Context: an optimization exercise on an open-source flow, tuned for small area. The choices shown serve that exercise and are no tape-out recipe. Only simulation tests tie the RTL to the original design; equivalence was not proved. No activity file was given, so power comes from the tool's default toggle rates.

`flow/design.v`:
```
`default_nettype none
package dmem_pkg;
    localparam int DEPTH = 32;      
    localparam int IDX_W = 5;       
    localparam int RD_STEP = 3;     
    localparam int WR_STEP = 4;     
    localparam int N_RD = 11;       
    localparam int N_WR = 8;        
endpackage
`default_nettype wire
`default_nettype none
module dmem_array (
    input  logic                       clk,
    input  logic [dmem_pkg::N_WR-1:0]  i_wr_sel,    
    input  logic [dmem_pkg::N_WR-1:0]  i_wr_hold,   
    input  logic [63:0]                i_wr_data,
    output logic [dmem_pkg::N_RD*64-1:0] o_tap
);
    logic [dmem_pkg::DEPTH*64-1:0] r_slot;
    always_ff @(posedge clk) begin
        for (int s = 0; s < dmem_pkg::DEPTH; s++) begin
            if ((s % dmem_pkg::WR_STEP) == 0) begin
                r_slot[64*s +: 64] <=
                    (i_wr_data & {64{i_wr_sel[s / dmem_pkg::WR_STEP]}}) |
                    (r_slot[64*((s + dmem_pkg::DEPTH - 1) % dmem_pkg::DEPTH) +: 64] &
                     {64{i_wr_hold[s / dmem_pkg::WR_STEP]}});
            end else begin
                r_slot[64*s +: 64] <= r_slot[64*((s + dmem_pkg::DEPTH - 1) % dmem_pkg::DEPTH) +: 64];
            end
        end
    end
    always_comb begin
        for (int k = 0; k < dmem_pkg::N_RD; k++) begin
            o_tap[64*k +: 64] = r_slot[64*k*dmem_pkg::RD_STEP +: 64];
        end
    end
endmodule
`default_nettype wire
`default_nettype none
module dmem_responder (
    input  logic        CLK,
    input  logic        reset,
    input  logic        req_valid,
    output logic        req_ready,
    input  logic        req_write,
    input  logic [63:0] req_addr,
    input  logic [63:0] req_wdata,
    output logic        rsp_valid,
    input  logic        rsp_ready,
    output logic [63:0] rsp_rdata,
    output logic        rsp_err
);
    localparam int D  = dmem_pkg::DEPTH;
    localparam int IW = dmem_pkg::IDX_W;
    localparam logic [1:0] ST_IDLE = 2'd0;
    localparam logic [1:0] ST_W1   = 2'd1;
    localparam logic [1:0] ST_W2   = 2'd2;
    localparam logic [1:0] ST_RESP = 2'd3;
    logic [1:0]    r_state;
    logic [IW-1:0] r_phase;      
    logic [IW-1:0] r_idx;
    logic          r_write;
    logic          r_err;
    logic          r_ok;         
    logic          r_pend;       
    logic [D-1:0]  r_valid;      
    logic [63:0]   r_data;
    logic          w_idle;
    logic          w_accept;
    logic [IW-1:0] w_req_idx;
    logic          w_req_err;
    logic [IW-1:0] w_pos_req;    
    logic [IW-1:0] w_pos_cur;    
    logic          w_fwd;
    logic          w_cap_req;
    logic          w_cap_cur;
    logic [dmem_pkg::N_RD-1:0] w_rd_sel;
    logic [dmem_pkg::N_WR-1:0] r_wr_sel;     
    logic [dmem_pkg::N_WR-1:0] r_wr_hold;    
    logic [dmem_pkg::N_WR-1:0] w_wr_sel_nxt;
    logic          w_pend_nxt;
    logic [IW-1:0] w_idx_nxt;
    logic [IW-1:0] w_pos_nxt2;   
    logic          w_wr_now;
    logic [dmem_pkg::N_RD*64-1:0] w_tap;
    logic [63:0]   w_rd_data;
    assign w_idle    = (r_state == ST_IDLE);
    assign w_accept  = w_idle & req_valid;
    assign w_req_idx = req_addr[IW+2:3];
    assign w_req_err = (|req_addr[2:0]) | (|req_addr[63:IW+3]);
    assign w_pos_req = w_req_idx + r_phase;
    assign w_pos_cur = r_idx + r_phase;
    assign w_fwd     = r_pend & (r_idx == w_req_idx);
    assign w_cap_req = w_accept & ~req_write & ~w_req_err & ~w_fwd;
    assign w_cap_cur = ((r_state == ST_W1) | (r_state == ST_W2)) & ~r_write & ~r_err;
    always_comb begin
        for (int k = 0; k < dmem_pkg::N_RD; k++) begin
            w_rd_sel[k] = (w_cap_req & (w_pos_req == IW'(k * dmem_pkg::RD_STEP))) |
                          (w_cap_cur & (w_pos_cur == IW'(k * dmem_pkg::RD_STEP)));
        end
        for (int j = 0; j < dmem_pkg::N_WR; j++) begin
            w_wr_sel_nxt[j] = w_pend_nxt & (w_pos_nxt2 == IW'(j * dmem_pkg::WR_STEP));
        end
    end
    assign w_wr_now   = |r_wr_sel;
    assign w_idx_nxt  = w_accept ? w_req_idx : r_idx;
    assign w_pos_nxt2 = w_idx_nxt + r_phase + IW'(2);
    assign w_pend_nxt = ~reset & ((w_accept & req_write & ~w_req_err) | (r_pend & ~w_wr_now));
    always_ff @(posedge CLK) begin
        r_wr_sel  <= w_wr_sel_nxt;
        r_wr_hold <= ~w_wr_sel_nxt;
    end
    dmem_array u_array (
        .clk       (CLK),
        .i_wr_sel  (r_wr_sel),
        .i_wr_hold (r_wr_hold),
        .i_wr_data (r_data),
        .o_tap     (w_tap)
    );
    always_comb begin
        w_rd_data = '0;
        for (int k = 0; k < dmem_pkg::N_RD; k++) begin
            w_rd_data = w_rd_data | (w_tap[64*k +: 64] & {64{w_rd_sel[k]}});
        end
    end
    always_ff @(posedge CLK) begin
        if (w_accept & req_write) begin
            r_data <= req_wdata;
        end else if (|w_rd_sel) begin
            r_data <= w_rd_data;
        end
    end
    always_ff @(posedge CLK) begin
        if (reset) begin
            r_state <= ST_IDLE;
            r_phase <= '0;
            r_pend  <= 1'b0;
            r_valid <= '0;
        end else begin
            r_phase <= r_phase + 1'b1;
            case (r_state)
                ST_IDLE: if (req_valid) r_state <= ST_W1;
                ST_W1:   r_state <= ST_W2;
                ST_W2:   r_state <= ST_RESP;
                default: if (rsp_ready) r_state <= ST_IDLE;
            endcase
            r_pend <= w_pend_nxt;
            if (w_accept & req_write & ~w_req_err) begin
                r_valid[w_req_idx] <= 1'b1;
            end
        end
    end
    always_ff @(posedge CLK) begin
        if (w_accept) begin
            r_idx   <= w_req_idx;
            r_write <= req_write;
            r_err   <= w_req_err;
            r_ok    <= ~req_write & ~w_req_err & r_valid[w_req_idx];
        end
    end
    assign req_ready = w_idle;
    assign rsp_valid = (r_state == ST_RESP);
    assign rsp_rdata = r_data & {64{r_ok}};
    assign rsp_err   = r_err;
endmodule
`default_nettype wire
```
`flow/run.sh`:
```
#!/bin/bash
# synth_recipe.tcl (not shown) runs the flow's synth.tcl, then flattens the netlist and writes it again
# the make line also repeats each setting of config.mk as NAME=value (left out here)
make -C /OpenROAD-flow-scripts/flow DESIGN_CONFIG=/design/flow/config.mk WORK_HOME=/design/flow/orfs CLKGATE_MAP_FILE= SYNTH_SCRIPT=/design/flow/synth_recipe.tcl finish
```
`flow/config.mk`:
```
export PLATFORM = sky130hd
export DESIGN_NAME = dmem_responder
export DESIGN_NICKNAME = dmem_responder
export VERILOG_FILES = /design/flow/design.v
export SDC_FILE = /design/flow/constraint.sdc
export NUM_CORES = 4
export LEC_CHECK = 0
export CAP_MARGIN = 20
export CORE_MARGIN = 2
export CORE_UTILIZATION = 40
export SLEW_MARGIN = 20
```
`flow/constraint.sdc`:
```
create_clock -name core_clock -period 6.0 [get_ports {CLK}]
set_input_delay 1.2000 -clock core_clock [delete_from_list [all_inputs] [get_ports {CLK}]]
set_output_delay 1.2000 -clock core_clock [all_outputs]
set_load 0.01 [all_outputs]
```
==> run summary <==
==> worst paths after layout <==
kind                       start             endpoint  slack, ns  cells past startpoint
max                   r_phase[0]           r_data[51]       1.10                     11
min          u_array.r_slot[832]  u_array.r_slot[896]       0.29                      0
max reg2reg           r_phase[0]           r_data[51]       1.10                     11
min reg2reg  u_array.r_slot[832]  u_array.r_slot[896]       0.29                      0
==> sequential cells by signal, indices dropped and copies added, names as in the netlist <==
signal          count
r_idx               5
r_state             2
r_phase             5
r_err               1
r_wr_hold           8
r_pend              1
r_valid            32
r_wr_sel            8
r_write             1
r_ok                1
r_data             64
u_array.r_slot   2048
==> stage by stage <==
step | instances | setup slack, ns | util [%] | hold slack [ns]
global route | 6656 | 1.194 | 47.73 | 0.2917
global placement | 6284 | 0.8070 | 43.07 | 0.3096
detailed placement | 6284 | 0.7943 | 43.07 | 0.3121
finish | 6659 | 1.104 | 47.73 | 0.2913
CTS | 6656 | 1.370 | 47.73 | 0.2857
floorplan | 4379 | 0.8383 | - | 0.3096
==> power breakdown <==
group / internal (W) / total, W / switching, W
combinational: 0.000619 / 0.00172 / 0.00111
sequential: 0.0147 / 0.0149 / 0.000255
clock: 0.00749 / 0.0130 / 0.00550
total: 0.0228 / 0.0297 / 0.00686
==> per-layer routing <==
layer	up-vias	global-route usage, %
li1	16390	-
met1	19170	35.07
met4	4	11.31
met5	-	0
met3	466	5.530
met2	2349	37.43
==> Yosys cell counts (40+ instances only) <==
cell      count
a21oi_1      98
a221oi_1     60
a222oi_1     84
a22o_1      579
a22oi_1     152
a31oi_1      40
and2_1       75
and3_1       61
buf_1       112
buf_2        45
clkbuf_1    157
dfxtp_1    2109
edfxtp_1     67
nand2_1     151
nand3_1      54
nor2_1      132
==> kinds of logic after synthesis <==
logic type	Yosys count	share of synthesized area (%)
and+or+nand+nor	609	5.307
AOI/OAI and AO/OA	1178	16.35
xor gates and xnor gates	25	0.3687
buffers and inverters	350	2.433
adders and majority gates	26	0.5857
muxes	15	0.4698
DFF	2176	74.48
==> area by class of cell <==
type | count | area, um^2
fill | 12950 | 77080
sequential | 2176 | 44290
multi-input combinational | 1853 | 13850
clock buffer | 310 | 6162
timing repair buffer | 303 | 2885
tap | 1930 | 2415
clock inverter | 62 | 709.4
inverter | 22 | 82.58
antenna | 3 | 7.507
==> critical path: stages, from the launching register on <==
cell and delay, ns:
dfxtp_1 0.40, ha_1 0.29, fa_1 0.47, nand3_1 0.17, nand3_1 0.19, a21oi_1 1.02
and3_2 0.82, or2_2 0.54, buf_4 0.40, a221o_1 0.20, a21oi_1 0.05, a31oi_1 0.18
==> flow_results.xml <==
<?xml version="1.0" encoding="UTF-8"?>
<metrics>
  <group name="synthesis">
    <metric name="synth.ff_latch_count" unit="">2176</metric>
    <metric name="post-synth-top-area-fraction" unit="%">71.09</metric>
    <metric name="average_footprint_of_a_synthesized_cell" unit="um^2">13.56</metric>
    <metric name="synth_top_area_cell" unit="">dfxtp_1</metric>
    <metric name="postSynth.asyncResetShare" unit="%">0</metric>
    <metric name="post_synth_num_cell_types" unit="">82</metric>
    <metric name="synthesis.yosys.warnings" unit="">2</metric>
    <metric name="number_of_enable_flip_flop_cells_after_synthesis" unit="">67</metric>
    <metric name="synth-seq-area-share" unit="%">74.48</metric>
    <metric name="mappedNetlistArea" unit="um^2">59390</metric>
    <metric name="synthesis.nets" unit="">4538</metric>
    <metric name="synth_area_leaders" unit="">dfxtp_1 71%, a22o_1 8.5%, edfxtp_1 3.4%</metric>
    <metric name="ys_dominant_reg_cell" unit="">dfxtp_1</metric>
    <metric name="synth_cells" unit="">4379</metric>
  </group>
  <group name="final_layout">
    <metric name="commonest_cells_after_routing_fill_and_taps_aside" unit="">2093 x dfxtp_1, 579 x a22o_1, 211 x clkbuf_16</metric>
    <metric name="synthToLayoutAreaGrowth" unit="%">18.55</metric>
    <metric name="final_layout_size_suffix_gt1_share" unit="%">10.81</metric>
    <metric name="finish.instance_area" unit="um^2">70400</metric>
    <metric name="layout_commonest_cell" unit="">dfxtp_1</metric>
    <metric name="final_nets" unit="">4714</metric>
  </group>
  <group name="timing">
    <metric name="maxSlewViolCount" unit="">0</metric>
    <metric name="highest_attainable_clock_frequency" unit="MHz">204.2</metric>
    <metric name="unrepaired_setup_endpoints_after_global_routing" unit="">false</metric>
    <metric name="timing.clock.skew" unit="ns">0.03855</metric>
    <metric name="finalCriticalPeriod" unit="ns">4.896</metric>
    <metric name="slew_headroom" unit="%">17.85</metric>
    <metric name="fin_crit_sh" unit="%">81.60</metric>
    <metric name="setup_viol" unit="">0</metric>
    <metric name="totalNegativeSetupSlack" unit="ns">0</metric>
    <metric name="timing_hold_violations_final" unit="">0</metric>
    <metric name="slew_at_the_pin_closest_to_its_max_slew_limit" unit="ns">1.232</metric>
  </group>
  <group name="critical_path">
    <metric name="critPathLaunchType" unit="">flip-flop</metric>
    <metric name="worstPathArrival" unit="ns">5.56</metric>
    <metric name="cp_data_required_time" unit="ns">6.66</metric>
    <metric name="criticalPathCategory" unit="">reg2reg</metric>
    <metric name="crit_path_max_fanout" unit="">13</metric>
    <metric name="setup.worst_path.end_class" unit="">flip-flop</metric>
  </group>
  <group name="floorplan">
    <metric name="placementRows" unit="">141</metric>
    <metric name="die_y" unit="um">389.3</metric>
    <metric name="initial_core_util" unit="%">40.27</metric>
    <metric name="ioPinCount" unit="">200</metric>
    <metric name="core_area" unit="um^2">147500</metric>
    <metric name="die-width" unit="um">389.3</metric>
    <metric name="design.die.area" unit="um^2">151600</metric>
  </group>
  <group name="placed_design">
    <metric name="place.detailed.hpwl" unit="mm">109.6</metric>
    <metric name="dpl-instance-area" unit="um^2">63520</metric>
    <metric name="gp_routability_congestion" unit="">0.8791</metric>
    <metric name="buffer_ports.inserted" unit="">199</metric>
  </group>
  <group name="drt">
    <metric name="met3WireLength" unit="mm">19.71</metric>
    <metric name="first_pass_iters" unit="">8</metric>
    <metric name="wl_met2" unit="mm">84.16</metric>
    <metric name="detail_route.vias_per_cell" unit="">5.763</metric>
    <metric name="avgRoutedWirePerCell" unit="um">29.45</metric>
    <metric name="via_count" unit="">38380</metric>
    <metric name="detail_route.drc_violations" unit="">0</metric>
    <metric name="postRouteAntennaNets" unit="">0</metric>
    <metric name="top_layer" unit="">met5</metric>
    <metric name="detail_route.wirelength.met1" unit="mm">83.51</metric>
    <metric name="drt-total-wl" unit="mm">196.1</metric>
    <metric name="dr.first_iter.drc_count" unit="">5196</metric>
  </group>
  <group name="cts">
    <metric name="post-cts-setup-buffer-count" unit="">0</metric>
    <metric name="clock_pin_slew_reported_for_the_worst_setup_and_hold_paths_after_clock_tree_synthesis" unit="ns">0.07</metric>
    <metric name="cts_tree" unit="">built</metric>
    <metric name="clock_tree_root_buffer_cell" unit="">clkbuf_16</metric>
    <metric name="h-tree-depth" unit="">4</metric>
    <metric name="postCtsHoldBufs" unit="">0</metric>
    <metric name="cts-buffers-inserted" unit="">199</metric>
    <metric name="worstSkewPairLatency" unit="ns">0.82</metric>
    <metric name="clock-sinks" unit="">2176</metric>
    <metric name="cts_repair_resize_count" unit="">0</metric>
    <metric name="maximum_clock_path_buffer_count" unit="">3</metric>
  </group>
  <group name="global_routing">
    <metric name="number_of_global_route_vias_before_repair" unit="">37650</metric>
    <metric name="groute.usage.overall" unit="%">25.18</metric>
    <metric name="global_route_congestion_overflow_total" unit="">0</metric>
    <metric name="grt_pass1_wl" unit="mm">274.4</metric>
    <metric name="maximum_number_of_pins_on_one_net_before_global_route_repair" unit="">51</metric>
    <metric name="number_of_antenna_violations_at_the_first_check_in_global_routing" unit="">7</metric>
  </group>
  <group name="pwr">
    <metric name="static_leakage_power" unit="nW">26.89</metric>
    <metric name="powerDensity" unit="nW/um^2">421.2</metric>
    <metric name="vdd.ir_drop.worst" unit="mV">0.2408</metric>
    <metric name="total_power" unit="W">0.02966</metric>
  </group>
  <group name="outcome">
    <metric name="status" unit="">timing/DRC/antenna clean</metric>
  </group>
  <group name="hold_path">
    <metric name="worst_hold_path_type" unit="">reg2reg</metric>
  </group>
  <group name="flow_run">
    <metric name="drv.max_cap_violation_count" unit="">0</metric>
  </group>
</metrics>

-- afterwards: timing with drivers on the ports --
The results above use ideal ports. As a check the final layout listed here was re-extracted and re-timed, cells and wires unchanged. Step 1 sets driving cells, clkbuf_16 on the clock port and buf_2 on the other inputs (assumed; they add their load-dependent delay and slew). Step 2 adds t to the input delays and takes it off the output delays; t is the mean of the earliest and latest rising clock arrival at the registers after step 1. Input paths then give back, and output paths get back, about the clock's delay inside the block. a / b / c = ideal ports / drivers / drivers and shift; a / b = the first two.
t (ns): 0.885
setup WS [ns]: 1.104 / 1.104 / 0.744
pins driven straight from the clock port: 1
After both steps this run still meets setup and hold. For this run, drivers alone change the setup slack by 0.000 ns; drivers and shift together by -0.360 ns.
